This design comes from an exercise in tuning for small area, a short achievable clock period and few clock cycles per item on the open sky130 flow, not from production work.
RTL that was checked went through simulation tests only; none was proved equivalent to the original.
Only the layout flow was run in run 2; the RTL was not checked for function there.
Power is estimated from default activity; no workload was simulated.

==> flow/design.v (outline; a module is shown in full before it is edited, if it fits) <==
// module alu_pipe: 1157 lines
module alu_pipe (
    input  logic        clk,
    input  logic        reset,
    input  logic        valid_i,
    output logic        ready_o,
    input  logic [3:0]  op_i,
    input  logic [31:0] a_i,
    input  logic [31:0] b_i,
    output logic        valid_o,
    input  logic        ready_i,
    output logic [31:0] result_o,
    output logic        zero_o
);
  // ...
==> flow/run.sh <==
#!/bin/bash
# synth_recipe.tcl (not shown) runs the flow's synth.tcl, then flattens the netlist and writes it again
# the make line also repeats each setting of config.mk as NAME=value (left out here)
make -C /OpenROAD-flow-scripts/flow DESIGN_CONFIG=/design/flow/config.mk WORK_HOME=/design/flow/orfs CLKGATE_MAP_FILE= SYNTH_SCRIPT=/design/flow/synth_recipe.tcl finish
==> flow/config.mk <==
export PLATFORM = sky130hd
export DESIGN_NAME = alu_pipe
export DESIGN_NICKNAME = alu_pipe
export VERILOG_FILES = /design/flow/design.v
export SDC_FILE = /design/flow/constraint.sdc
export NUM_CORES = 4
export LEC_CHECK = 0
export ABC_AREA = 1
export CAP_MARGIN = 20
export CORE_MARGIN = 2
export CORE_UTILIZATION = 40
export SETUP_SLACK_MARGIN = 1.0
export SLEW_MARGIN = 20
==> flow/constraint.sdc <==
create_clock -name core_clock -period 6.5 [get_ports {clk}]
set_input_delay 1.3000 -clock core_clock [delete_from_list [all_inputs] [get_ports {clk}]]
set_output_delay 1.3000 -clock core_clock [all_outputs]
set_load 0.01 [all_outputs]
==> results.yml, run 1 <==
outcome:
  status: "finished clean"
synthesis:
  synth.yosys.warnings: 1
  synthArstFlopShare: 0
  synth_edf_count: 96
  synth_ff_type: "edfxtp_1"
  synth_xor_area_frac: 0.122
worst_setup_path:
  cp.arrival_ps: 5530
  start_kind: "input port"
  critPathBufInv: 5
  path_common_cell: "fa_1"
clock_network:
  clock-sinks: 97
power_and_ir_drop:
  pwr.group.clock_uw: 549
  peakVddDrop_uv: 160
  intPower_uw: 3010
  pg_seq_uw: 836
  powerComb_uw: 4940
  seqPwrFrac: 0.132
  powerDensity_mw_per_mm2: 257
timing:
  fin_ws_ps: 1120
  period_minus_slack_ps: 5380
placement:
  dp_cells: 3680
  place_ws_ps: 389
final_layout:
  seq_area_mm2: 0.00290
  finalNonFillerCells: 3719
  multi_input_area_share: 0.684
  seq_cells: 97
  nClkBuffers: 9
worst_hold_path:
  whs_path_depth: 2
  whs_endpoint: "v_q"
floorplanning:
  die_w_um: 237
global_route:
  grt_usage: 0.366
  grt_overflow: 0
drt:
  met3_length_um: 12200
Testbench counts, summed over its fixed seeds: cycles 9,608, items 9,600.
==> inputs of run 2 (changes only) <==
--- a/flow/design.v
+++ b/flow/design.v
@@ -38,17 +38,17 @@
             4'h8: x_alu = a_i ^ b_i;
             4'hB, 4'hC: x_alu = rot;
             4'hE: x_alu = b_i;
             default: x_alu = a_i;
         endcase
     end
     assign y_alu = is_arith ? (b_i ^ {32{sub}}) : 32'd0;
     logic [15:0] bo, bt, bn;
-    logic pp0_0, pp0_1, pp0_2, pp0_3, pp0_4, pp0_5, pp0_6, pp0_7, pp0_8, pp0_9, pp0_10, pp0_11, pp0_12, pp0_13, pp0_14, pp0_15, pp0_16, pp0_17, pp0_18, pp0_19, pp0_20, pp0_21, pp0_22, pp0_23, pp0_24, pp0_25, pp0_26, pp0_27, pp0_28, pp0_29, pp0_30, pp0_31, pp1_0, pp1_1, pp1_2, pp1_3, pp1_4, pp1_5, pp1_6, pp1_7, pp1_8, pp1_9, pp1_10, pp1_11, pp1_12, pp1_13, pp1_14, pp1_15, pp1_16, pp1_17, pp1_18, pp1_19, pp1_20, pp1_21, pp1_22, pp1_23, pp1_24, pp1_25, pp1_26, pp1_27, pp1_28, pp1_29, pp2_0, pp2_1, pp2_2, pp2_3, pp2_4, pp2_5, pp2_6, pp2_7, pp2_8, pp2_9, pp2_10, pp2_11, pp2_12, pp2_13, pp2_14, pp2_15, pp2_16, pp2_17, pp2_18, pp2_19, pp2_20, pp2_21, pp2_22, pp2_23, pp2_24, pp2_25, pp2_26, pp2_27, pp3_0, pp3_1, pp3_2, pp3_3, pp3_4, pp3_5, pp3_6, pp3_7, pp3_8, pp3_9, pp3_10, pp3_11, pp3_12, pp3_13, pp3_14, pp3_15, pp3_16, pp3_17, pp3_18, pp3_19, pp3_20, pp3_21, pp3_22, pp3_23, pp3_24, pp3_25, pp4_0, pp4_1, pp4_2, pp4_3, pp4_4, pp4_5, pp4_6, pp4_7, pp4_8, pp4_9, pp4_10, pp4_11, pp4_12, pp4_13, pp4_14, pp4_15, pp4_16, pp4_17, pp4_18, pp4_19, pp4_20, pp4_21, pp4_22, pp4_23, pp5_0, pp5_1, pp5_2, pp5_3, pp5_4, pp5_5, pp5_6, pp5_7, pp5_8, pp5_9, pp5_10, pp5_11, pp5_12, pp5_13, pp5_14, pp5_15, pp5_16, pp5_17, pp5_18, pp5_19, pp5_20, pp5_21, pp6_0, pp6_1, pp6_2, pp6_3, pp6_4, pp6_5, pp6_6, pp6_7, pp6_8, pp6_9, pp6_10, pp6_11, pp6_12, pp6_13, pp6_14, pp6_15, pp6_16, pp6_17, pp6_18, pp6_19, pp7_0, pp7_1, pp7_2, pp7_3, pp7_4, pp7_5, pp7_6, pp7_7, pp7_8, pp7_9, pp7_10, pp7_11, pp7_12, pp7_13, pp7_14, pp7_15, pp7_16, pp7_17, pp8_0, pp8_1, pp8_2, pp8_3, pp8_4, pp8_5, pp8_6, pp8_7, pp8_8, pp8_9, pp8_10, pp8_11, pp8_12, pp8_13, pp8_14, pp8_15, pp9_0, pp9_1, pp9_2, pp9_3, pp9_4, pp9_5, pp9_6, pp9_7, pp9_8, pp9_9, pp9_10, pp9_11, pp9_12, pp9_13, pp10_0, pp10_1, pp10_2, pp10_3, pp10_4, pp10_5, pp10_6, pp10_7, pp10_8, pp10_9, pp10_10, pp10_11, pp11_0, pp11_1, pp11_2, pp11_3, pp11_4, pp11_5, pp11_6, pp11_7, pp11_8, pp11_9, pp12_0, pp12_1, pp12_2, pp12_3, pp12_4, pp12_5, pp12_6, pp12_7, pp13_0, pp13_1, pp13_2, pp13_3, pp13_4, pp13_5, pp14_0, pp14_1, pp14_2, pp14_3, pp15_0, pp15_1, ts1, tc2, ts3, tc4, ts5, tc6, ts7, tc8, ts9, tc10, ts11, tc12, ts13, tc14, ts15, tc16, ts17, tc18, ts19, tc20, ts21, tc22, ts23, tc24, ts25, tc26, ts27, tc28, ts29, tc30, ts31, tc32, ts33, ts34, ts35, ts36, ts37, tc38, ts39, tc40, ts41, tc42, ts43, tc44, ts45, tc46, ts47, tc48, ts49, tc50, ts51, tc52, ts53, tc54, ts55, tc56, ts57, tc58, ts59, tc60, ts61, tc62, ts63, tc64, ts65, tc66, ts67, tc68, ts69, tc70, ts71, tc72, ts73, tc74, ts75, tc76, ts77, tc78, ts79, tc80, ts81, tc82, ts83, tc84, ts85, tc86, ts87, tc88, ts89, tc90, ts91, tc92, ts93, tc94, ts95, tc96, ts97, tc98, ts99, tc100, ts101, tc102, ts103, tc104, ts105, tc106, ts107, tc108, ts109, tc110, ts111, tc112, ts113, tc114, ts115, tc116, ts117, tc118, ts119, tc120, ts121, tc122, ts123, tc124, ts125, tc126, ts127, tc128, ts129, tc130, ts131, tc132, ts133, ts134, ts135, ts136, ts137, tc138, ts139, tc140, ts141, tc142, ts143, tc144, ts145, tc146, ts147, tc148, ts149, tc150, ts151, tc152, ts153, tc154, ts155, tc156, ts157, tc158, ts159, tc160, ts161, tc162, ts163, tc164, ts165, tc166, ts167, tc168, ts169, tc170, ts171, tc172, ts173, tc174, ts175, tc176, ts177, tc178, ts179, tc180, ts181, tc182, ts183, tc184, ts185, tc186, ts187, tc188, ts189, tc190, ts191, tc192, ts193, tc194, ts195, tc196, ts197, tc198, ts199, tc200, ts201, tc202, ts203, tc204, ts205, tc206, ts207, tc208, ts209, tc210, ts211, tc212, ts213, tc214, ts215, tc216, ts217, tc218, ts219, tc220, ts221, tc222, ts223, tc224, ts225, tc226, ts227, tc228, ts229, tc230, ts231, tc232, ts233, tc234, ts235, tc236, ts237, tc238, ts239, tc240, ts241, tc242, ts243, tc244, ts245, tc246, ts247, tc248, ts249, tc250, ts251, ts252, ts253, ts254, tc255, ts256, tc257, ts258, tc259, ts260, tc261, ts262, tc263, ts264, tc265, ts266, tc267, ts268, tc269, ts270, tc271, ts272, tc273, ts274, tc275, ts276, tc277, ts278, tc279, ts280, tc281, ts282, tc283, ts284, tc285, ts286, tc287, ts288, tc289, ts290, tc291, ts292, tc293, ts294, tc295, ts296, tc297, ts298, tc299, ts300, tc301, ts302, tc303, ts304, tc305, ts306, tc307, ts308, tc309, ts310, tc311, ts312, tc313, ts314, tc315, ts316, tc317, ts318, tc319, ts320, tc321, ts322, tc323, ts324, tc325, ts326, tc327, ts328, tc329, ts330, tc331, ts332, tc333, ts334, tc335, ts336, tc337, ts338, tc339, ts340, tc341, ts342, tc343, ts344, tc345, ts346, tc347, ts348, tc349, ts350, ts351, ts352, tc353, ts354, tc355, ts356, tc357, ts358, tc359, ts360, tc361, ts362, tc363, ts364, tc365, ts366, tc367, ts368, tc369, ts370, tc371, ts372, tc373, ts374, tc375, ts376, tc377, ts378, tc379, ts380, tc381, ts382, tc383, ts384, tc385, ts386, tc387, ts388, tc389, ts390, tc391, ts392, tc393, ts394, tc395, ts396, tc397, ts398, tc399, ts400, tc401, ts402, tc403, ts404, tc405, ts406;
+    logic pp0_0, pp0_1, pp0_2, pp0_3, pp0_4, pp0_5, pp0_6, pp0_7, pp0_8, pp0_9, pp0_10, pp0_11, pp0_12, pp0_13, pp0_14, pp0_15, pp0_16, pp0_17, pp0_18, pp0_19, pp0_20, pp0_21, pp0_22, pp0_23, pp0_24, pp0_25, pp0_26, pp0_27, pp0_28, pp0_29, pp0_30, pp0_31, pp1_0, pp1_1, pp1_2, pp1_3, pp1_4, pp1_5, pp1_6, pp1_7, pp1_8, pp1_9, pp1_10, pp1_11, pp1_12, pp1_13, pp1_14, pp1_15, pp1_16, pp1_17, pp1_18, pp1_19, pp1_20, pp1_21, pp1_22, pp1_23, pp1_24, pp1_25, pp1_26, pp1_27, pp1_28, pp1_29, pp2_0, pp2_1, pp2_2, pp2_3, pp2_4, pp2_5, pp2_6, pp2_7, pp2_8, pp2_9, pp2_10, pp2_11, pp2_12, pp2_13, pp2_14, pp2_15, pp2_16, pp2_17, pp2_18, pp2_19, pp2_20, pp2_21, pp2_22, pp2_23, pp2_24, pp2_25, pp2_26, pp2_27, pp3_0, pp3_1, pp3_2, pp3_3, pp3_4, pp3_5, pp3_6, pp3_7, pp3_8, pp3_9, pp3_10, pp3_11, pp3_12, pp3_13, pp3_14, pp3_15, pp3_16, pp3_17, pp3_18, pp3_19, pp3_20, pp3_21, pp3_22, pp3_23, pp3_24, pp3_25, pp4_0, pp4_1, pp4_2, pp4_3, pp4_4, pp4_5, pp4_6, pp4_7, pp4_8, pp4_9, pp4_10, pp4_11, pp4_12, pp4_13, pp4_14, pp4_15, pp4_16, pp4_17, pp4_18, pp4_19, pp4_20, pp4_21, pp4_22, pp4_23, pp5_0, pp5_1, pp5_2, pp5_3, pp5_4, pp5_5, pp5_6, pp5_7, pp5_8, pp5_9, pp5_10, pp5_11, pp5_12, pp5_13, pp5_14, pp5_15, pp5_16, pp5_17, pp5_18, pp5_19, pp5_20, pp5_21, pp6_0, pp6_1, pp6_2, pp6_3, pp6_4, pp6_5, pp6_6, pp6_7, pp6_8, pp6_9, pp6_10, pp6_11, pp6_12, pp6_13, pp6_14, pp6_15, pp6_16, pp6_17, pp6_18, pp6_19, pp7_0, pp7_1, pp7_2, pp7_3, pp7_4, pp7_5, pp7_6, pp7_7, pp7_8, pp7_9, pp7_10, pp7_11, pp7_12, pp7_13, pp7_14, pp7_15, pp7_16, pp7_17, pp8_0, pp8_1, pp8_2, pp8_3, pp8_4, pp8_5, pp8_6, pp8_7, pp8_8, pp8_9, pp8_10, pp8_11, pp8_12, pp8_13, pp8_14, pp8_15, pp9_0, pp9_1, pp9_2, pp9_3, pp9_4, pp9_5, pp9_6, pp9_7, pp9_8, pp9_9, pp9_10, pp9_11, pp9_12, pp9_13, pp10_0, pp10_1, pp10_2, pp10_3, pp10_4, pp10_5, pp10_6, pp10_7, pp10_8, pp10_9, pp10_10, pp10_11, pp11_0, pp11_1, pp11_2, pp11_3, pp11_4, pp11_5, pp11_6, pp11_7, pp11_8, pp11_9, pp12_0, pp12_1, pp12_2, pp12_3, pp12_4, pp12_5, pp12_6, pp12_7, pp13_0, pp13_1, pp13_2, pp13_3, pp13_4, pp13_5, pp14_0, pp14_1, pp14_2, pp14_3, pp15_0, pp15_1, ts1, tc2, ts3, tc4, ts5, tc6, ts7, tc8, ts9, tc10, ts11, tc12, ts13, tc14, ts15, tc16, ts17, tc18, ts19, tc20, ts21, tc22, ts23, tc24, ts25, tc26, ts27, tc28, ts29, tc30, ts31, tc32, ts33, ts34, ts35, ts36, ts37, tc38, ts39, tc40, ts41, tc42, ts43, tc44, ts45, tc46, ts47, tc48, ts49, tc50, ts51, tc52, ts53, tc54, ts55, tc56, ts57, tc58, ts59, tc60, ts61, tc62, ts63, tc64, ts65, tc66, ts67, tc68, ts69, tc70, ts71, tc72, ts73, tc74, ts75, tc76, ts77, tc78, ts79, tc80, ts81, tc82, ts83, tc84, ts85, tc86, ts87, tc88, ts89, tc90, ts91, tc92, ts93, tc94, ts95, tc96, ts97, tc98, ts99, tc100, ts101, tc102, ts103, tc104, ts105, tc106, ts107, tc108, ts109, tc110, ts111, tc112, ts113, tc114, ts115, tc116, ts117, tc118, ts119, tc120, ts121, tc122, ts123, tc124, ts125, tc126, ts127, tc128, ts129, tc130, ts131, tc132, ts133, ts134, ts135, ts136, ts137, tc138, ts139, tc140, ts141, tc142, ts143, tc144, ts145, tc146, ts147, tc148, ts149, tc150, ts151, tc152, ts153, tc154, ts155, tc156, ts157, tc158, ts159, tc160, ts161, tc162, ts163, tc164, ts165, tc166, ts167, tc168, ts169, tc170, ts171, tc172, ts173, tc174, ts175, tc176, ts177, tc178, ts179, tc180, ts181, tc182, ts183, tc184, ts185, tc186, ts187, tc188, ts189, tc190, ts191, tc192, ts193, tc194, ts195, tc196, ts197, tc198, ts199, tc200, ts201, tc202, ts203, tc204, ts205, tc206, ts207, tc208, ts209, tc210, ts211, tc212, ts213, tc214, ts215, tc216, ts217, tc218, ts219, tc220, ts221, tc222, ts223, tc224, ts225, tc226, ts227, tc228, ts229, tc230, ts231, tc232, ts233, tc234, ts235, tc236, ts237, tc238, ts239, tc240, ts241, tc242, ts243, tc244, ts245, tc246, ts247, tc248, ts249, tc250, ts251, ts252, ts253, ts254, tc255, ts256, tc257, ts258, tc259, ts260, tc261, ts262, tc263, ts264, tc265, ts266, tc267, ts268, tc269, ts270, tc271, ts272, tc273, ts274, tc275, ts276, tc277, ts278, tc279, ts280, tc281, ts282, tc283, ts284, tc285, ts286, tc287, ts288, tc289, ts290, tc291, ts292, tc293, ts294, tc295, ts296, tc297, ts298, tc299, ts300, tc301, ts302, tc303, ts304, tc305, ts306, tc307, ts308, tc309, ts310, tc311, ts312, tc313, ts314, tc315, ts316, tc317, ts318, tc319, ts320, tc321, ts322, tc323, ts324, tc325, ts326, tc327, ts328, tc329, ts330, tc331, ts332, tc333, ts334, tc335, ts336, tc337, ts338, tc339, ts340, tc341, ts342, tc343, ts344, tc345, ts346, tc347, ts348, tc349, ts350, ts351;
     assign bo[0] = b_i[0] ^ 1'b0;
     assign bt[0] = (b_i[1] & ~b_i[0] & ~1'b0) | (~b_i[1] & b_i[0] & 1'b0);
     assign bn[0] = b_i[1];
     assign pp0_0 = ((bo[0] & a_i[0]) | (bt[0] & 1'b0)) ^ bn[0];
     assign pp0_1 = ((bo[0] & a_i[1]) | (bt[0] & a_i[0])) ^ bn[0];
     assign pp0_2 = ((bo[0] & a_i[2]) | (bt[0] & a_i[1])) ^ bn[0];
     assign pp0_3 = ((bo[0] & a_i[3]) | (bt[0] & a_i[2])) ^ bn[0];
     assign pp0_4 = ((bo[0] & a_i[4]) | (bt[0] & a_i[3])) ^ bn[0];
@@ -710,73 +710,18 @@
     assign ts344 = ts239 ^ ts241 ^ ts243;
     assign tc345 = (ts239 & ts241) | (ts239 & ts243) | (ts241 & ts243);
     assign ts346 = tc240 ^ tc242 ^ tc244;
     assign tc347 = (tc240 & tc242) | (tc240 & tc244) | (tc242 & tc244);
     assign ts348 = ts245 ^ ts247 ^ ts249;
     assign tc349 = (ts245 & ts247) | (ts245 & ts249) | (ts247 & ts249);
     assign ts350 = tc246 ^ tc248 ^ tc250;
     assign ts351 = ts251 ^ ts252 ^ ts253;
-    assign ts352 = pp0_4 ^ pp1_2;
-    assign tc353 = pp0_4 & pp1_2;
-    assign ts354 = pp0_5 ^ pp1_3;
-    assign tc355 = pp0_5 & pp1_3;
-    assign ts356 = ts254 ^ pp2_2 ^ pp3_0;
-    assign tc357 = (ts254 & pp2_2) | (ts254 & pp3_0) | (pp2_2 & pp3_0);
-    assign ts358 = tc255 ^ ts256 ^ pp2_3;
-    assign tc359 = (tc255 & ts256) | (tc255 & pp2_3) | (ts256 & pp2_3);
-    assign ts360 = tc257 ^ ts258 ^ ts260;
-    assign tc361 = (tc257 & ts258) | (tc257 & ts260) | (ts258 & ts260);
-    assign ts362 = tc259 ^ tc261 ^ ts262;
-    assign tc363 = (tc259 & tc261) | (tc259 & ts262) | (tc261 & ts262);
-    assign ts364 = tc263 ^ tc265 ^ ts266;
-    assign tc365 = (tc263 & tc265) | (tc263 & ts266) | (tc265 & ts266);
-    assign ts366 = tc267 ^ tc269 ^ ts270;
-    assign tc367 = (tc267 & tc269) | (tc267 & ts270) | (tc269 & ts270);
-    assign ts368 = tc271 ^ tc273 ^ ts274;
-    assign tc369 = (tc271 & tc273) | (tc271 & ts274) | (tc273 & ts274);
-    assign ts370 = tc275 ^ tc277 ^ ts278;
-    assign tc371 = (tc275 & tc277) | (tc275 & ts278) | (tc277 & ts278);
-    assign ts372 = tc279 ^ tc281 ^ ts282;
-    assign tc373 = (tc279 & tc281) | (tc279 & ts282) | (tc281 & ts282);
-    assign ts374 = tc283 ^ tc285 ^ ts286;
-    assign tc375 = (tc283 & tc285) | (tc283 & ts286) | (tc285 & ts286);
-    assign ts376 = tc287 ^ tc289 ^ ts290;
-    assign tc377 = (tc287 & tc289) | (tc287 & ts290) | (tc289 & ts290);
-    assign ts378 = tc291 ^ tc293 ^ ts294;
-    assign tc379 = (tc291 & tc293) | (tc291 & ts294) | (tc293 & ts294);
-    assign ts380 = tc295 ^ tc297 ^ ts298;
-    assign tc381 = (tc295 & tc297) | (tc295 & ts298) | (tc297 & ts298);
-    assign ts382 = tc299 ^ tc301 ^ ts302;
-    assign tc383 = (tc299 & tc301) | (tc299 & ts302) | (tc301 & ts302);
-    assign ts384 = tc303 ^ tc305 ^ ts306;
-    assign tc385 = (tc303 & tc305) | (tc303 & ts306) | (tc305 & ts306);
-    assign ts386 = tc307 ^ tc309 ^ ts310;
-    assign tc387 = (tc307 & tc309) | (tc307 & ts310) | (tc309 & ts310);
-    assign ts388 = tc311 ^ tc313 ^ ts314;
-    assign tc389 = (tc311 & tc313) | (tc311 & ts314) | (tc313 & ts314);
-    assign ts390 = tc315 ^ tc317 ^ ts318;
-    assign tc391 = (tc315 & tc317) | (tc315 & ts318) | (tc317 & ts318);
-    assign ts392 = tc319 ^ tc321 ^ ts322;
-    assign tc393 = (tc319 & tc321) | (tc319 & ts322) | (tc321 & ts322);
-    assign ts394 = tc323 ^ tc325 ^ ts326;
-    assign tc395 = (tc323 & tc325) | (tc323 & ts326) | (tc325 & ts326);
-    assign ts396 = tc327 ^ tc329 ^ ts330;
-    assign tc397 = (tc327 & tc329) | (tc327 & ts330) | (tc329 & ts330);
-    assign ts398 = tc331 ^ tc333 ^ ts334;
-    assign tc399 = (tc331 & tc333) | (tc331 & ts334) | (tc333 & ts334);
-    assign ts400 = tc335 ^ tc337 ^ ts338;
-    assign tc401 = (tc335 & tc337) | (tc335 & ts338) | (tc337 & ts338);
-    assign ts402 = tc339 ^ tc341 ^ ts342;
-    assign tc403 = (tc339 & tc341) | (tc339 & ts342) | (tc341 & ts342);
-    assign ts404 = tc343 ^ tc345 ^ ts346;
-    assign tc405 = (tc343 & tc345) | (tc343 & ts346) | (tc345 & ts346);
-    assign ts406 = tc347 ^ tc349 ^ ts350;
     logic v_q, slt_q, sltu_q;
-    logic q0_0, q1_0, q2_0, q0_1, q1_1, q0_2, q1_2, q2_2, q0_3, q1_3, q0_4, q1_4, q2_4, q0_5, q1_5, q2_5, q0_6, q1_6, q2_6, q0_7, q1_7, q2_7, q0_8, q1_8, q2_8, q0_9, q1_9, q2_9, q0_10, q1_10, q2_10, q0_11, q1_11, q2_11, q0_12, q1_12, q2_12, q0_13, q1_13, q2_13, q0_14, q1_14, q2_14, q0_15, q1_15, q2_15, q0_16, q1_16, q2_16, q0_17, q1_17, q2_17, q0_18, q1_18, q2_18, q0_19, q1_19, q2_19, q0_20, q1_20, q2_20, q0_21, q1_21, q2_21, q0_22, q1_22, q2_22, q0_23, q1_23, q2_23, q0_24, q1_24, q2_24, q0_25, q1_25, q2_25, q0_26, q1_26, q2_26, q0_27, q1_27, q2_27, q0_28, q1_28, q2_28, q0_29, q1_29, q2_29, q0_30, q1_30, q2_30, q0_31, q1_31, q2_31;
+    logic q0_0, q1_0, q2_0, q0_1, q1_1, q0_2, q1_2, q2_2, q0_3, q1_3, q0_4, q1_4, q2_4, q3_4, q0_5, q1_5, q2_5, q0_6, q1_6, q2_6, q3_6, q0_7, q1_7, q2_7, q3_7, q0_8, q1_8, q2_8, q3_8, q0_9, q1_9, q2_9, q3_9, q0_10, q1_10, q2_10, q3_10, q0_11, q1_11, q2_11, q3_11, q0_12, q1_12, q2_12, q3_12, q0_13, q1_13, q2_13, q3_13, q0_14, q1_14, q2_14, q3_14, q0_15, q1_15, q2_15, q3_15, q0_16, q1_16, q2_16, q3_16, q0_17, q1_17, q2_17, q3_17, q0_18, q1_18, q2_18, q3_18, q0_19, q1_19, q2_19, q3_19, q0_20, q1_20, q2_20, q3_20, q0_21, q1_21, q2_21, q3_21, q0_22, q1_22, q2_22, q3_22, q0_23, q1_23, q2_23, q3_23, q0_24, q1_24, q2_24, q3_24, q0_25, q1_25, q2_25, q3_25, q0_26, q1_26, q2_26, q3_26, q0_27, q1_27, q2_27, q3_27, q0_28, q1_28, q2_28, q3_28, q0_29, q1_29, q2_29, q3_29, q0_30, q1_30, q2_30, q3_30, q0_31, q1_31, q2_31, q3_31;
     assign valid_o = v_q;
     assign ready_o = ready_i | ~v_q;
     always_ff @(posedge clk) begin
         if (reset) v_q <= 1'b0;
         else if (ready_o) v_q <= valid_i;
     end
     always_ff @(posedge clk) begin
         if (ready_o && valid_i) begin
@@ -787,166 +732,248 @@
             q2_0 <= is_mul ? 1'b0 : sub;
             q0_1 <= is_mul ? pp0_1 : x_alu[1];
             q1_1 <= is_mul ? 1'b0 : y_alu[1];
             q0_2 <= is_mul ? pp0_2 : x_alu[2];
             q1_2 <= is_mul ? pp1_0 : y_alu[2];
             q2_2 <= is_mul & bn[1];
             q0_3 <= is_mul ? pp0_3 : x_alu[3];
             q1_3 <= is_mul ? pp1_1 : y_alu[3];
-            q0_4 <= is_mul ? ts352 : x_alu[4];
-            q1_4 <= is_mul ? pp2_0 : y_alu[4];
-            q2_4 <= is_mul & bn[2];
-            q0_5 <= is_mul ? tc353 : x_alu[5];
-            q1_5 <= is_mul ? ts354 : y_alu[5];
+            q0_4 <= is_mul ? pp0_4 : x_alu[4];
+            q1_4 <= is_mul ? pp1_2 : y_alu[4];
+            q2_4 <= is_mul & pp2_0;
+            q3_4 <= is_mul & bn[2];
+            q0_5 <= is_mul ? pp0_5 : x_alu[5];
+            q1_5 <= is_mul ? pp1_3 : y_alu[5];
             q2_5 <= is_mul & pp2_1;
-            q0_6 <= is_mul ? tc355 : x_alu[6];
-            q1_6 <= is_mul ? ts356 : y_alu[6];
-            q2_6 <= is_mul & bn[3];
-            q0_7 <= is_mul ? tc357 : x_alu[7];
-            q1_7 <= is_mul ? ts358 : y_alu[7];
-            q2_7 <= is_mul & pp3_1;
-            q0_8 <= is_mul ? tc359 : x_alu[8];
-            q1_8 <= is_mul ? ts360 : y_alu[8];
-            q2_8 <= is_mul & bn[4];
-            q0_9 <= is_mul ? tc361 : x_alu[9];
-            q1_9 <= is_mul ? ts362 : y_alu[9];
-            q2_9 <= is_mul & ts264;
-            q0_10 <= is_mul ? tc363 : x_alu[10];
-            q1_10 <= is_mul ? ts364 : y_alu[10];
-            q2_10 <= is_mul & ts268;
-            q0_11 <= is_mul ? tc365 : x_alu[11];
-            q1_11 <= is_mul ? ts366 : y_alu[11];
-            q2_11 <= is_mul & ts272;
-            q0_12 <= is_mul ? tc367 : x_alu[12];
-            q1_12 <= is_mul ? ts368 : y_alu[12];
-            q2_12 <= is_mul & ts276;
-            q0_13 <= is_mul ? tc369 : x_alu[13];
-            q1_13 <= is_mul ? ts370 : y_alu[13];
-            q2_13 <= is_mul & ts280;
-            q0_14 <= is_mul ? tc371 : x_alu[14];
-            q1_14 <= is_mul ? ts372 : y_alu[14];
-            q2_14 <= is_mul & ts284;
-            q0_15 <= is_mul ? tc373 : x_alu[15];
-            q1_15 <= is_mul ? ts374 : y_alu[15];
-            q2_15 <= is_mul & ts288;
-            q0_16 <= is_mul ? tc375 : x_alu[16];
-            q1_16 <= is_mul ? ts376 : y_alu[16];
-            q2_16 <= is_mul & ts292;
-            q0_17 <= is_mul ? tc377 : x_alu[17];
-            q1_17 <= is_mul ? ts378 : y_alu[17];
-            q2_17 <= is_mul & ts296;
-            q0_18 <= is_mul ? tc379 : x_alu[18];
-            q1_18 <= is_mul ? ts380 : y_alu[18];
-            q2_18 <= is_mul & ts300;
-            q0_19 <= is_mul ? tc381 : x_alu[19];
-            q1_19 <= is_mul ? ts382 : y_alu[19];
-            q2_19 <= is_mul & ts304;
-            q0_20 <= is_mul ? tc383 : x_alu[20];
-            q1_20 <= is_mul ? ts384 : y_alu[20];
-            q2_20 <= is_mul & ts308;
-            q0_21 <= is_mul ? tc385 : x_alu[21];
-            q1_21 <= is_mul ? ts386 : y_alu[21];
-            q2_21 <= is_mul & ts312;
-            q0_22 <= is_mul ? tc387 : x_alu[22];
-            q1_22 <= is_mul ? ts388 : y_alu[22];
-            q2_22 <= is_mul & ts316;
-            q0_23 <= is_mul ? tc389 : x_alu[23];
-            q1_23 <= is_mul ? ts390 : y_alu[23];
-            q2_23 <= is_mul & ts320;
-            q0_24 <= is_mul ? tc391 : x_alu[24];
-            q1_24 <= is_mul ? ts392 : y_alu[24];
-            q2_24 <= is_mul & ts324;
-            q0_25 <= is_mul ? tc393 : x_alu[25];
-            q1_25 <= is_mul ? ts394 : y_alu[25];
-            q2_25 <= is_mul & ts328;
-            q0_26 <= is_mul ? tc395 : x_alu[26];
-            q1_26 <= is_mul ? ts396 : y_alu[26];
-            q2_26 <= is_mul & ts332;
-            q0_27 <= is_mul ? tc397 : x_alu[27];
-            q1_27 <= is_mul ? ts398 : y_alu[27];
-            q2_27 <= is_mul & ts336;
-            q0_28 <= is_mul ? tc399 : x_alu[28];
-            q1_28 <= is_mul ? ts400 : y_alu[28];
-            q2_28 <= is_mul & ts340;
-            q0_29 <= is_mul ? tc401 : x_alu[29];
-            q1_29 <= is_mul ? ts402 : y_alu[29];
-            q2_29 <= is_mul & ts344;
-            q0_30 <= is_mul ? tc403 : x_alu[30];
-            q1_30 <= is_mul ? ts404 : y_alu[30];
-            q2_30 <= is_mul & ts348;
-            q0_31 <= is_mul ? tc405 : x_alu[31];
-            q1_31 <= is_mul ? ts406 : y_alu[31];
-            q2_31 <= is_mul & ts351;
+            q0_6 <= is_mul ? ts254 : x_alu[6];
+            q1_6 <= is_mul ? pp2_2 : y_alu[6];
+            q2_6 <= is_mul & pp3_0;
+            q3_6 <= is_mul & bn[3];
+            q0_7 <= is_mul ? tc255 : x_alu[7];
+            q1_7 <= is_mul ? ts256 : y_alu[7];
+            q2_7 <= is_mul & pp2_3;
+            q3_7 <= is_mul & pp3_1;
+            q0_8 <= is_mul ? tc257 : x_alu[8];
+            q1_8 <= is_mul ? ts258 : y_alu[8];
+            q2_8 <= is_mul & ts260;
+            q3_8 <= is_mul & bn[4];
+            q0_9 <= is_mul ? tc259 : x_alu[9];
+            q1_9 <= is_mul ? tc261 : y_alu[9];
+            q2_9 <= is_mul & ts262;
+            q3_9 <= is_mul & ts264;
+            q0_10 <= is_mul ? tc263 : x_alu[10];
+            q1_10 <= is_mul ? tc265 : y_alu[10];
+            q2_10 <= is_mul & ts266;
+            q3_10 <= is_mul & ts268;
+            q0_11 <= is_mul ? tc267 : x_alu[11];
+            q1_11 <= is_mul ? tc269 : y_alu[11];
+            q2_11 <= is_mul & ts270;
+            q3_11 <= is_mul & ts272;
+            q0_12 <= is_mul ? tc271 : x_alu[12];
+            q1_12 <= is_mul ? tc273 : y_alu[12];
+            q2_12 <= is_mul & ts274;
+            q3_12 <= is_mul & ts276;
+            q0_13 <= is_mul ? tc275 : x_alu[13];
+            q1_13 <= is_mul ? tc277 : y_alu[13];
+            q2_13 <= is_mul & ts278;
+            q3_13 <= is_mul & ts280;
+            q0_14 <= is_mul ? tc279 : x_alu[14];
+            q1_14 <= is_mul ? tc281 : y_alu[14];
+            q2_14 <= is_mul & ts282;
+            q3_14 <= is_mul & ts284;
+            q0_15 <= is_mul ? tc283 : x_alu[15];
+            q1_15 <= is_mul ? tc285 : y_alu[15];
+            q2_15 <= is_mul & ts286;
+            q3_15 <= is_mul & ts288;
+            q0_16 <= is_mul ? tc287 : x_alu[16];
+            q1_16 <= is_mul ? tc289 : y_alu[16];
+            q2_16 <= is_mul & ts290;
+            q3_16 <= is_mul & ts292;
+            q0_17 <= is_mul ? tc291 : x_alu[17];
+            q1_17 <= is_mul ? tc293 : y_alu[17];
+            q2_17 <= is_mul & ts294;
+            q3_17 <= is_mul & ts296;
+            q0_18 <= is_mul ? tc295 : x_alu[18];
+            q1_18 <= is_mul ? tc297 : y_alu[18];
+            q2_18 <= is_mul & ts298;
+            q3_18 <= is_mul & ts300;
+            q0_19 <= is_mul ? tc299 : x_alu[19];
+            q1_19 <= is_mul ? tc301 : y_alu[19];
+            q2_19 <= is_mul & ts302;
+            q3_19 <= is_mul & ts304;
+            q0_20 <= is_mul ? tc303 : x_alu[20];
+            q1_20 <= is_mul ? tc305 : y_alu[20];
+            q2_20 <= is_mul & ts306;
+            q3_20 <= is_mul & ts308;
+            q0_21 <= is_mul ? tc307 : x_alu[21];
+            q1_21 <= is_mul ? tc309 : y_alu[21];
+            q2_21 <= is_mul & ts310;
+            q3_21 <= is_mul & ts312;
+            q0_22 <= is_mul ? tc311 : x_alu[22];
+            q1_22 <= is_mul ? tc313 : y_alu[22];
+            q2_22 <= is_mul & ts314;
+            q3_22 <= is_mul & ts316;
+            q0_23 <= is_mul ? tc315 : x_alu[23];
+            q1_23 <= is_mul ? tc317 : y_alu[23];
+            q2_23 <= is_mul & ts318;
+            q3_23 <= is_mul & ts320;
+            q0_24 <= is_mul ? tc319 : x_alu[24];
+            q1_24 <= is_mul ? tc321 : y_alu[24];
+            q2_24 <= is_mul & ts322;
+            q3_24 <= is_mul & ts324;
+            q0_25 <= is_mul ? tc323 : x_alu[25];
+            q1_25 <= is_mul ? tc325 : y_alu[25];
+            q2_25 <= is_mul & ts326;
+            q3_25 <= is_mul & ts328;
+            q0_26 <= is_mul ? tc327 : x_alu[26];
+            q1_26 <= is_mul ? tc329 : y_alu[26];
+            q2_26 <= is_mul & ts330;
+            q3_26 <= is_mul & ts332;
+            q0_27 <= is_mul ? tc331 : x_alu[27];
+            q1_27 <= is_mul ? tc333 : y_alu[27];
+            q2_27 <= is_mul & ts334;
+            q3_27 <= is_mul & ts336;
+            q0_28 <= is_mul ? tc335 : x_alu[28];
+            q1_28 <= is_mul ? tc337 : y_alu[28];
+            q2_28 <= is_mul & ts338;
+            q3_28 <= is_mul & ts340;
+            q0_29 <= is_mul ? tc339 : x_alu[29];
+            q1_29 <= is_mul ? tc341 : y_alu[29];
+            q2_29 <= is_mul & ts342;
+            q3_29 <= is_mul & ts344;
+            q0_30 <= is_mul ? tc343 : x_alu[30];
+            q1_30 <= is_mul ? tc345 : y_alu[30];
+            q2_30 <= is_mul & ts346;
+            q3_30 <= is_mul & ts348;
+            q0_31 <= is_mul ? tc347 : x_alu[31];
+            q1_31 <= is_mul ? tc349 : y_alu[31];
+            q2_31 <= is_mul & ts350;
+            q3_31 <= is_mul & ts351;
         end
     end
-    logic us407, uc408, us409, uc410, us411, uc412, us413, uc414, us415, uc416, us417, uc418, us419, uc420, us421, uc422, us423, uc424, us425, uc426, us427, uc428, us429, uc430, us431, uc432, us433, uc434, us435, uc436, us437, uc438, us439, uc440, us441, uc442, us443, uc444, us445, uc446, us447, uc448, us449, uc450, us451, uc452, us453, uc454, us455, uc456, us457, uc458, us459, uc460, us461, uc462, us463, uc464, us465, uc466, us467, uc468, us469;
+    logic us352, uc353, us354, uc355, us356, uc357, us358, uc359, us360, uc361, us362, uc363, us364, uc365, us366, uc367, us368, uc369, us370, uc371, us372, uc373, us374, uc375, us376, uc377, us378, uc379, us380, uc381, us382, uc383, us384, uc385, us386, uc387, us388, uc389, us390, uc391, us392, uc393, us394, uc395, us396, uc397, us398, uc399, us400, uc401, us402, uc403, us404, uc405, us406, us407, uc408, us409, uc410, us411, uc412, us413, uc414, us415, uc416, us417, uc418, us419, uc420, us421, uc422, us423, uc424, us425, uc426, us427, uc428, us429, uc430, us431, uc432, us433, uc434, us435, uc436, us437, uc438, us439, uc440, us441, uc442, us443, uc444, us445, uc446, us447, uc448, us449, uc450, us451, uc452, us453, uc454, us455, uc456, us457, uc458, us459, uc460, us461, uc462, us463, uc464, us465, uc466, us467, uc468, us469;
+    assign us352 = q0_4 ^ q1_4;
+    assign uc353 = q0_4 & q1_4;
+    assign us354 = q0_5 ^ q1_5;
+    assign uc355 = q0_5 & q1_5;
+    assign us356 = q0_6 ^ q1_6 ^ q2_6;
+    assign uc357 = (q0_6 & q1_6) | (q0_6 & q2_6) | (q1_6 & q2_6);
+    assign us358 = q0_7 ^ q1_7 ^ q2_7;
+    assign uc359 = (q0_7 & q1_7) | (q0_7 & q2_7) | (q1_7 & q2_7);
+    assign us360 = q0_8 ^ q1_8 ^ q2_8;
+    assign uc361 = (q0_8 & q1_8) | (q0_8 & q2_8) | (q1_8 & q2_8);
+    assign us362 = q0_9 ^ q1_9 ^ q2_9;
+    assign uc363 = (q0_9 & q1_9) | (q0_9 & q2_9) | (q1_9 & q2_9);
+    assign us364 = q0_10 ^ q1_10 ^ q2_10;
+    assign uc365 = (q0_10 & q1_10) | (q0_10 & q2_10) | (q1_10 & q2_10);
+    assign us366 = q0_11 ^ q1_11 ^ q2_11;
+    assign uc367 = (q0_11 & q1_11) | (q0_11 & q2_11) | (q1_11 & q2_11);
+    assign us368 = q0_12 ^ q1_12 ^ q2_12;
+    assign uc369 = (q0_12 & q1_12) | (q0_12 & q2_12) | (q1_12 & q2_12);
+    assign us370 = q0_13 ^ q1_13 ^ q2_13;
+    assign uc371 = (q0_13 & q1_13) | (q0_13 & q2_13) | (q1_13 & q2_13);
+    assign us372 = q0_14 ^ q1_14 ^ q2_14;
+    assign uc373 = (q0_14 & q1_14) | (q0_14 & q2_14) | (q1_14 & q2_14);
+    assign us374 = q0_15 ^ q1_15 ^ q2_15;
+    assign uc375 = (q0_15 & q1_15) | (q0_15 & q2_15) | (q1_15 & q2_15);
+    assign us376 = q0_16 ^ q1_16 ^ q2_16;
+    assign uc377 = (q0_16 & q1_16) | (q0_16 & q2_16) | (q1_16 & q2_16);
+    assign us378 = q0_17 ^ q1_17 ^ q2_17;
+    assign uc379 = (q0_17 & q1_17) | (q0_17 & q2_17) | (q1_17 & q2_17);
+    assign us380 = q0_18 ^ q1_18 ^ q2_18;
+    assign uc381 = (q0_18 & q1_18) | (q0_18 & q2_18) | (q1_18 & q2_18);
+    assign us382 = q0_19 ^ q1_19 ^ q2_19;
+    assign uc383 = (q0_19 & q1_19) | (q0_19 & q2_19) | (q1_19 & q2_19);
+    assign us384 = q0_20 ^ q1_20 ^ q2_20;
+    assign uc385 = (q0_20 & q1_20) | (q0_20 & q2_20) | (q1_20 & q2_20);
+    assign us386 = q0_21 ^ q1_21 ^ q2_21;
+    assign uc387 = (q0_21 & q1_21) | (q0_21 & q2_21) | (q1_21 & q2_21);
+    assign us388 = q0_22 ^ q1_22 ^ q2_22;
+    assign uc389 = (q0_22 & q1_22) | (q0_22 & q2_22) | (q1_22 & q2_22);
+    assign us390 = q0_23 ^ q1_23 ^ q2_23;
+    assign uc391 = (q0_23 & q1_23) | (q0_23 & q2_23) | (q1_23 & q2_23);
+    assign us392 = q0_24 ^ q1_24 ^ q2_24;
+    assign uc393 = (q0_24 & q1_24) | (q0_24 & q2_24) | (q1_24 & q2_24);
+    assign us394 = q0_25 ^ q1_25 ^ q2_25;
+    assign uc395 = (q0_25 & q1_25) | (q0_25 & q2_25) | (q1_25 & q2_25);
+    assign us396 = q0_26 ^ q1_26 ^ q2_26;
+    assign uc397 = (q0_26 & q1_26) | (q0_26 & q2_26) | (q1_26 & q2_26);
+    assign us398 = q0_27 ^ q1_27 ^ q2_27;
+    assign uc399 = (q0_27 & q1_27) | (q0_27 & q2_27) | (q1_27 & q2_27);
+    assign us400 = q0_28 ^ q1_28 ^ q2_28;
+    assign uc401 = (q0_28 & q1_28) | (q0_28 & q2_28) | (q1_28 & q2_28);
+    assign us402 = q0_29 ^ q1_29 ^ q2_29;
+    assign uc403 = (q0_29 & q1_29) | (q0_29 & q2_29) | (q1_29 & q2_29);
+    assign us404 = q0_30 ^ q1_30 ^ q2_30;
+    assign uc405 = (q0_30 & q1_30) | (q0_30 & q2_30) | (q1_30 & q2_30);
+    assign us406 = q0_31 ^ q1_31 ^ q2_31;
     assign us407 = q0_0 ^ q1_0;
     assign uc408 = q0_0 & q1_0;
     assign us409 = q0_1 ^ q1_1;
     assign uc410 = q0_1 & q1_1;
     assign us411 = q0_2 ^ q1_2 ^ q2_2;
     assign uc412 = (q0_2 & q1_2) | (q0_2 & q2_2) | (q1_2 & q2_2);
     assign us413 = q0_3 ^ q1_3;
     assign uc414 = q0_3 & q1_3;
-    assign us415 = q0_4 ^ q1_4 ^ q2_4;
-    assign uc416 = (q0_4 & q1_4) | (q0_4 & q2_4) | (q1_4 & q2_4);
-    assign us417 = q0_5 ^ q1_5 ^ q2_5;
-    assign uc418 = (q0_5 & q1_5) | (q0_5 & q2_5) | (q1_5 & q2_5);
-    assign us419 = q0_6 ^ q1_6 ^ q2_6;
-    assign uc420 = (q0_6 & q1_6) | (q0_6 & q2_6) | (q1_6 & q2_6);
-    assign us421 = q0_7 ^ q1_7 ^ q2_7;
-    assign uc422 = (q0_7 & q1_7) | (q0_7 & q2_7) | (q1_7 & q2_7);
-    assign us423 = q0_8 ^ q1_8 ^ q2_8;
-    assign uc424 = (q0_8 & q1_8) | (q0_8 & q2_8) | (q1_8 & q2_8);
-    assign us425 = q0_9 ^ q1_9 ^ q2_9;
-    assign uc426 = (q0_9 & q1_9) | (q0_9 & q2_9) | (q1_9 & q2_9);
-    assign us427 = q0_10 ^ q1_10 ^ q2_10;
-    assign uc428 = (q0_10 & q1_10) | (q0_10 & q2_10) | (q1_10 & q2_10);
-    assign us429 = q0_11 ^ q1_11 ^ q2_11;
-    assign uc430 = (q0_11 & q1_11) | (q0_11 & q2_11) | (q1_11 & q2_11);
-    assign us431 = q0_12 ^ q1_12 ^ q2_12;
-    assign uc432 = (q0_12 & q1_12) | (q0_12 & q2_12) | (q1_12 & q2_12);
-    assign us433 = q0_13 ^ q1_13 ^ q2_13;
-    assign uc434 = (q0_13 & q1_13) | (q0_13 & q2_13) | (q1_13 & q2_13);
-    assign us435 = q0_14 ^ q1_14 ^ q2_14;
-    assign uc436 = (q0_14 & q1_14) | (q0_14 & q2_14) | (q1_14 & q2_14);
-    assign us437 = q0_15 ^ q1_15 ^ q2_15;
-    assign uc438 = (q0_15 & q1_15) | (q0_15 & q2_15) | (q1_15 & q2_15);
-    assign us439 = q0_16 ^ q1_16 ^ q2_16;
-    assign uc440 = (q0_16 & q1_16) | (q0_16 & q2_16) | (q1_16 & q2_16);
-    assign us441 = q0_17 ^ q1_17 ^ q2_17;
-    assign uc442 = (q0_17 & q1_17) | (q0_17 & q2_17) | (q1_17 & q2_17);
-    assign us443 = q0_18 ^ q1_18 ^ q2_18;
-    assign uc444 = (q0_18 & q1_18) | (q0_18 & q2_18) | (q1_18 & q2_18);
-    assign us445 = q0_19 ^ q1_19 ^ q2_19;
-    assign uc446 = (q0_19 & q1_19) | (q0_19 & q2_19) | (q1_19 & q2_19);
-    assign us447 = q0_20 ^ q1_20 ^ q2_20;
-    assign uc448 = (q0_20 & q1_20) | (q0_20 & q2_20) | (q1_20 & q2_20);
-    assign us449 = q0_21 ^ q1_21 ^ q2_21;
-    assign uc450 = (q0_21 & q1_21) | (q0_21 & q2_21) | (q1_21 & q2_21);
-    assign us451 = q0_22 ^ q1_22 ^ q2_22;
-    assign uc452 = (q0_22 & q1_22) | (q0_22 & q2_22) | (q1_22 & q2_22);
-    assign us453 = q0_23 ^ q1_23 ^ q2_23;
-    assign uc454 = (q0_23 & q1_23) | (q0_23 & q2_23) | (q1_23 & q2_23);
-    assign us455 = q0_24 ^ q1_24 ^ q2_24;
-    assign uc456 = (q0_24 & q1_24) | (q0_24 & q2_24) | (q1_24 & q2_24);
-    assign us457 = q0_25 ^ q1_25 ^ q2_25;
-    assign uc458 = (q0_25 & q1_25) | (q0_25 & q2_25) | (q1_25 & q2_25);
-    assign us459 = q0_26 ^ q1_26 ^ q2_26;
-    assign uc460 = (q0_26 & q1_26) | (q0_26 & q2_26) | (q1_26 & q2_26);
-    assign us461 = q0_27 ^ q1_27 ^ q2_27;
-    assign uc462 = (q0_27 & q1_27) | (q0_27 & q2_27) | (q1_27 & q2_27);
-    assign us463 = q0_28 ^ q1_28 ^ q2_28;
-    assign uc464 = (q0_28 & q1_28) | (q0_28 & q2_28) | (q1_28 & q2_28);
-    assign us465 = q0_29 ^ q1_29 ^ q2_29;
-    assign uc466 = (q0_29 & q1_29) | (q0_29 & q2_29) | (q1_29 & q2_29);
-    assign us467 = q0_30 ^ q1_30 ^ q2_30;
-    assign uc468 = (q0_30 & q1_30) | (q0_30 & q2_30) | (q1_30 & q2_30);
-    assign us469 = q0_31 ^ q1_31 ^ q2_31;
+    assign us415 = us352 ^ q2_4 ^ q3_4;
+    assign uc416 = (us352 & q2_4) | (us352 & q3_4) | (q2_4 & q3_4);
+    assign us417 = uc353 ^ us354 ^ q2_5;
+    assign uc418 = (uc353 & us354) | (uc353 & q2_5) | (us354 & q2_5);
+    assign us419 = uc355 ^ us356 ^ q3_6;
+    assign uc420 = (uc355 & us356) | (uc355 & q3_6) | (us356 & q3_6);
+    assign us421 = uc357 ^ us358 ^ q3_7;
+    assign uc422 = (uc357 & us358) | (uc357 & q3_7) | (us358 & q3_7);
+    assign us423 = uc359 ^ us360 ^ q3_8;
+    assign uc424 = (uc359 & us360) | (uc359 & q3_8) | (us360 & q3_8);
+    assign us425 = uc361 ^ us362 ^ q3_9;
+    assign uc426 = (uc361 & us362) | (uc361 & q3_9) | (us362 & q3_9);
+    assign us427 = uc363 ^ us364 ^ q3_10;
+    assign uc428 = (uc363 & us364) | (uc363 & q3_10) | (us364 & q3_10);
+    assign us429 = uc365 ^ us366 ^ q3_11;
+    assign uc430 = (uc365 & us366) | (uc365 & q3_11) | (us366 & q3_11);
+    assign us431 = uc367 ^ us368 ^ q3_12;
+    assign uc432 = (uc367 & us368) | (uc367 & q3_12) | (us368 & q3_12);
+    assign us433 = uc369 ^ us370 ^ q3_13;
+    assign uc434 = (uc369 & us370) | (uc369 & q3_13) | (us370 & q3_13);
+    assign us435 = uc371 ^ us372 ^ q3_14;
+    assign uc436 = (uc371 & us372) | (uc371 & q3_14) | (us372 & q3_14);
+    assign us437 = uc373 ^ us374 ^ q3_15;
+    assign uc438 = (uc373 & us374) | (uc373 & q3_15) | (us374 & q3_15);
+    assign us439 = uc375 ^ us376 ^ q3_16;
+    assign uc440 = (uc375 & us376) | (uc375 & q3_16) | (us376 & q3_16);
+    assign us441 = uc377 ^ us378 ^ q3_17;
+    assign uc442 = (uc377 & us378) | (uc377 & q3_17) | (us378 & q3_17);
+    assign us443 = uc379 ^ us380 ^ q3_18;
+    assign uc444 = (uc379 & us380) | (uc379 & q3_18) | (us380 & q3_18);
+    assign us445 = uc381 ^ us382 ^ q3_19;
+    assign uc446 = (uc381 & us382) | (uc381 & q3_19) | (us382 & q3_19);
+    assign us447 = uc383 ^ us384 ^ q3_20;
+    assign uc448 = (uc383 & us384) | (uc383 & q3_20) | (us384 & q3_20);
+    assign us449 = uc385 ^ us386 ^ q3_21;
+    assign uc450 = (uc385 & us386) | (uc385 & q3_21) | (us386 & q3_21);
+    assign us451 = uc387 ^ us388 ^ q3_22;
+    assign uc452 = (uc387 & us388) | (uc387 & q3_22) | (us388 & q3_22);
+    assign us453 = uc389 ^ us390 ^ q3_23;
+    assign uc454 = (uc389 & us390) | (uc389 & q3_23) | (us390 & q3_23);
+    assign us455 = uc391 ^ us392 ^ q3_24;
+    assign uc456 = (uc391 & us392) | (uc391 & q3_24) | (us392 & q3_24);
+    assign us457 = uc393 ^ us394 ^ q3_25;
+    assign uc458 = (uc393 & us394) | (uc393 & q3_25) | (us394 & q3_25);
+    assign us459 = uc395 ^ us396 ^ q3_26;
+    assign uc460 = (uc395 & us396) | (uc395 & q3_26) | (us396 & q3_26);
+    assign us461 = uc397 ^ us398 ^ q3_27;
+    assign uc462 = (uc397 & us398) | (uc397 & q3_27) | (us398 & q3_27);
+    assign us463 = uc399 ^ us400 ^ q3_28;
+    assign uc464 = (uc399 & us400) | (uc399 & q3_28) | (us400 & q3_28);
+    assign us465 = uc401 ^ us402 ^ q3_29;
+    assign uc466 = (uc401 & us402) | (uc401 & q3_29) | (us402 & q3_29);
+    assign us467 = uc403 ^ us404 ^ q3_30;
+    assign uc468 = (uc403 & us404) | (uc403 & q3_30) | (us404 & q3_30);
+    assign us469 = uc405 ^ us406 ^ q3_31;
     logic [31:0] xs, ys, sum;
     assign xs = {uc468, uc466, uc464, uc462, uc460, uc458, uc456, uc454, uc452, uc450, uc448, uc446, uc444, uc442, uc440, uc438, uc436, uc434, uc432, uc430, uc428, uc426, uc424, uc422, uc420, uc418, uc416, uc414, uc412, uc410, uc408, us407};
     assign ys = {us469, us467, us465, us463, us461, us459, us457, us455, us453, us451, us449, us447, us445, us443, us441, us439, us437, us435, us433, us431, us429, us427, us425, us423, us421, us419, us417, us415, us413, us411, us409, q2_0};
     logic [31:0] p, g;
     assign p = xs ^ ys;
     assign g = xs & ys;
     logic cg1;
     assign cg1 = g[1] | (p[1] & g[0]);
==> flow/config.mk (replaced) <==
export PLATFORM = sky130hd
export DESIGN_NAME = alu_pipe
export DESIGN_NICKNAME = alu_pipe
export VERILOG_FILES = /design/flow/design.v
export SDC_FILE = /design/flow/constraint.sdc
export NUM_CORES = 4
export LEC_CHECK = 0
export ABC_AREA = 1
export CAP_MARGIN = 20
export CORE_MARGIN = 2
export CORE_UTILIZATION = 40
export SLEW_MARGIN = 20
==> run 2 against run 1 <==
Effect of this change: non-clock buffer count shrank 38; die area increased by 5.8%; clock skew is 3.1 ps higher; sequential cell count increased by 27; utilization down 1.1 points; maximum frequency decreased by 13%; routed wire length decreased by 1.8%; cell count grew 4.1%; area after synthesis grew 5.9%; synthesized cell count up 3.7%; clock-buffer cell count rose by 11.
==> results.yml, run 2 <==
worst_setup_path:
  cp_data_required_time_ps: 5200
  worstPathCellList: "inv_1 -> fa_1 -> inv_1 -> fa_1 -> ha_4 -> a21oi_1 -> a21boi_1 -> nand2_1 -> nand2_1 -> o2111ai_1 -> buf_4 -> nand2_1 -> nand2_2 -> nand2_1 -> nand2_2 -> nand2_1 -> nand2_1 -> fa_1 -> xnor2_2 -> a21oi_2 -> buf_6 -> o21a_1 -> dlygate4sd2_1"
  r2r_setup_slack_ps: 5000
  path_common_cell: "nand2_1"
  reg2reg_to: "q0_3"
  reg2reg_depth: 2
  start_kind: "flip-flop"
  critPathCaptureType: "primary output"
  crit_type: "flip-flop to primary output"
  crit_cells: 23
  critPathBufInv: 5
  crit_path_start: "q0_7"
  cp_top_family: "adder cells"
  max_stage_delay_ps: 570
  critical-path-slowest-cell: "fa_1"
  cp.arrival_ps: 4880
  worstPathMaxFanout: 4
  r2r_start: "v_q"
  endpoint: "result_o[0]"
floorplanning:
  rows: 88
  ioPinCount: 107
  die_h_um: 244
  initial_utilization: 0.403
  fp.dieArea_mm2: 0.0597
  core_mm2: 0.0574
  die_w_um: 244
final_layout:
  finalInstanceArea_mm2: 0.0256
  final_common_cell: "nand2_1"
  final_cell_mix: "nand2_1 (479), inv_1 (427), nand3_1 (279)"
  syn_to_final_growth_pct: 11.0
  finalNonFillerCells: 3873
  nets: 3538
  drive_above_1_share: 0.0628
timing:
  finalSetupViolations: 0
  fin_ws_ps: 317
  final-max-slew-violation-count: 0
  skew_ps: 14.2
  period_minus_slack_ps: 6180
  max_slew_margin: 0.210
  fin_crit_sh: 0.951
  hold_violations: 0
  grt_setup_unrepaired: "no"
  fmax_mhz: 162
  fin_tns_setup_ps: 0
  tightest_slew_ps: 1170
placement:
  hpwl_um: 79100
  place_ws_ps: 286
  dp_cells: 3840
  place_area_mm2: 0.0251
  port_buffers: 106
  gp_congestion: 1.01
drt:
  viasPerCell: 5.96
  drcViolationCount: 0
  drt-initial-drc-count: 2674
  vias: 23093
  firstDrtPassIters: 5
  postRouteAntennaNets: 0
  wl_per_cell_um: 26.0
  finalWirelength_um: 101000
global_route:
  top_usage_layer: "met2"
  grt_antenna_before_repair: 4
  grt_pass1_wl_um: 147000
  met2_usage: 0.514
  use_met3: 0.0607
  grt_overflow: 0
  grt_pass1_vias: 22646
  grtUsageMet1: 0.445
  grt_max_degree: 124
  grt_usage: 0.335
synthesis:
  synth.yosys.warnings: 1
  yosysMostFrequentCell: "nand2_1"
  syn_area_mm2: 0.0231
  synthTopCellsByArea: "fa_1 (18%), edfxtp_1 (16%), xor2_1 (10%)"
  synth_nets: 3513
  synthDistinctLibCells: 47
  synth_ff_type: "edfxtp_1"
  synth.top_cells.by_count: "nand2_1 (481), inv_1 (428), nand3_1 (279)"
  synthArstFlopShare: 0
  ys_ff_latch: 124
  yosysSeqAreaShare: 0.161
  synth_top_area_share: 0.179
  synth_edf_count: 123
  yosys.area.top_type: "fa_1"
  syn_inst: 3069
  postSynthAreaPerCell_um2: 7.52
clock_network:
  cts-buffers-inserted: 17
  clockRootBuffer: "clkbuf_16"
  clockBufferDepth: 2
  clk_latency_ps: 470
  cts_tree: "done"
  clock-sinks: 124
  htreeDepth: 4
  post-cts-setup-buffers: 0
  clkTransAtPathRegs_ps: 60
power_and_ir_drop:
  powerDensity_mw_per_mm2: 269
  peakVddDrop_uv: 186
  p_leak_uw: 0.0119
worst_hold_path:
  min_path_type: "flip-flop to flip-flop"
run:
  maxCapViolations: 0
outcome:
  status: "finished clean"
==> run 2: cell count changes after synthesis, sizes merged, moves of 13 or more <==
cell,delta
a21oi,-15
clkbuf,-13
nor2,+26
edfxtp,+27
nor3,+19
nand2,-58
inv,+57
buf,+18
o21ai,+23
==> run 2: worst min path at each step <==
stage,from,to,depth (start not counted)
3_3_place_gp,v_q,v_q,2
5_1_grt,v_q,v_q,2
4_1_cts,v_q,v_q,2
3_5_place_dp,v_q,v_q,2
2_1_floorplan,v_q,v_q,2
6_report,v_q,v_q,2
==> run 2: area by class of cell <==
type / count / area, µm²
inverter: 454 / 1710
clock buffer: 20 / 437
fill: 5713 / 31700
multi-input combinational: 2285 / 16900
sequential: 124 / 3710
timing repair buffer: 212 / 1860
clock inverter: 12 / 100
antenna: 1 / 2.50
tap: 765 / 957
==> run 2: where the power goes <==
| part | internal [µW] | switching (µW) | leakage, µW |
|---|---|---|---|
| clock network | 518 | 359 | 0.000252 |
| logic | 1960 | 3050 | 0.0104 |
| registers | 985 | 33.0 | 0.00123 |
==> run 2: worst register-to-register path: stages (launching register included) <==
cell and delay [ps]:
dfxtp_1 340, a21oi_4 180, buf_12 470
==> run 2: kinds of logic (layout without fill, tap and decap cells) <==
group | after synthesis | after routing | synth area share
AOI/OAI and AO/OA | 567 | 567 | 0.149
adders and majority gates | 372 | 372 | 0.269
buffers and inverters | 660 | 698 | 0.112
and+or+nand+nor | 1047 | 1047 | 0.195
muxes | 1 | 1 | 0.000433
xor gates and xnor gates | 298 | 298 | 0.114
other | 0 | 1 | 0
DFF | 124 | 124 | 0.161
==> run 2: layer usage <==
metal,up-vias,part of all wire
met1,11226,0.41
met3,284,0.095
met5,-,0.00041
met2,1392,0.43
li1,10185,-
met4,6,0.064
==> run 2: what timing repair did <==
item	in CTS	in global routing
pin swaps	4	4
gates resized for setup	4	7
endpoints found under the setup margin	3	3
hold buffers	0	0
==> run 2: stage by stage <==
| stage | total power [µW] | hold WS [ps] | utilization |
|---|---|---|---|
| floorplan | 4240 | 590 | - |
| global placement | 5890 | 517 | 0.437 |
| detailed placement | 5970 | 541 | 0.437 |
| CTS | 6900 | 552 | 0.446 |
| global route | 7560 | 586 | 0.447 |
| finish | 6910 | 548 | 0.447 |

==> what the ideal ports hide <==
In the flow no input, the clock included, has a driving cell. The finished layouts below were timed again as built, in two steps. Step 1: set_driving_cell puts a clkbuf_16 on clk and a buf_2 on each other input, an assumption about the parent block. Step 2 adds t to the input delays and takes it off the output delays; t is the mean of the earliest and latest rising clock arrival at the registers after step 1. Input paths then give back, and output paths get back, about the clock's delay inside the block. Slacks: no drivers / after step 1 / after step 2; pairs: no drivers / after step 1.
| run | shift t [ns] | setup slack, ns | worst data-port slew with drivers (ns) | cell pins on the clock port's net |
|---|---|---|---|---|
| run 1 | 0.440 | 1.116 / 1.091 / 0.707 | 0.06 | 1 |
| run 2 | 0.518 | 0.317 / 0.259 / 0.553 | 0.05 | 1 |
After both steps setup and hold are still met in every run listed. For run 1, which loses most, drivers alone change the setup slack by -0.025 ns; drivers and shift together by -0.409 ns.
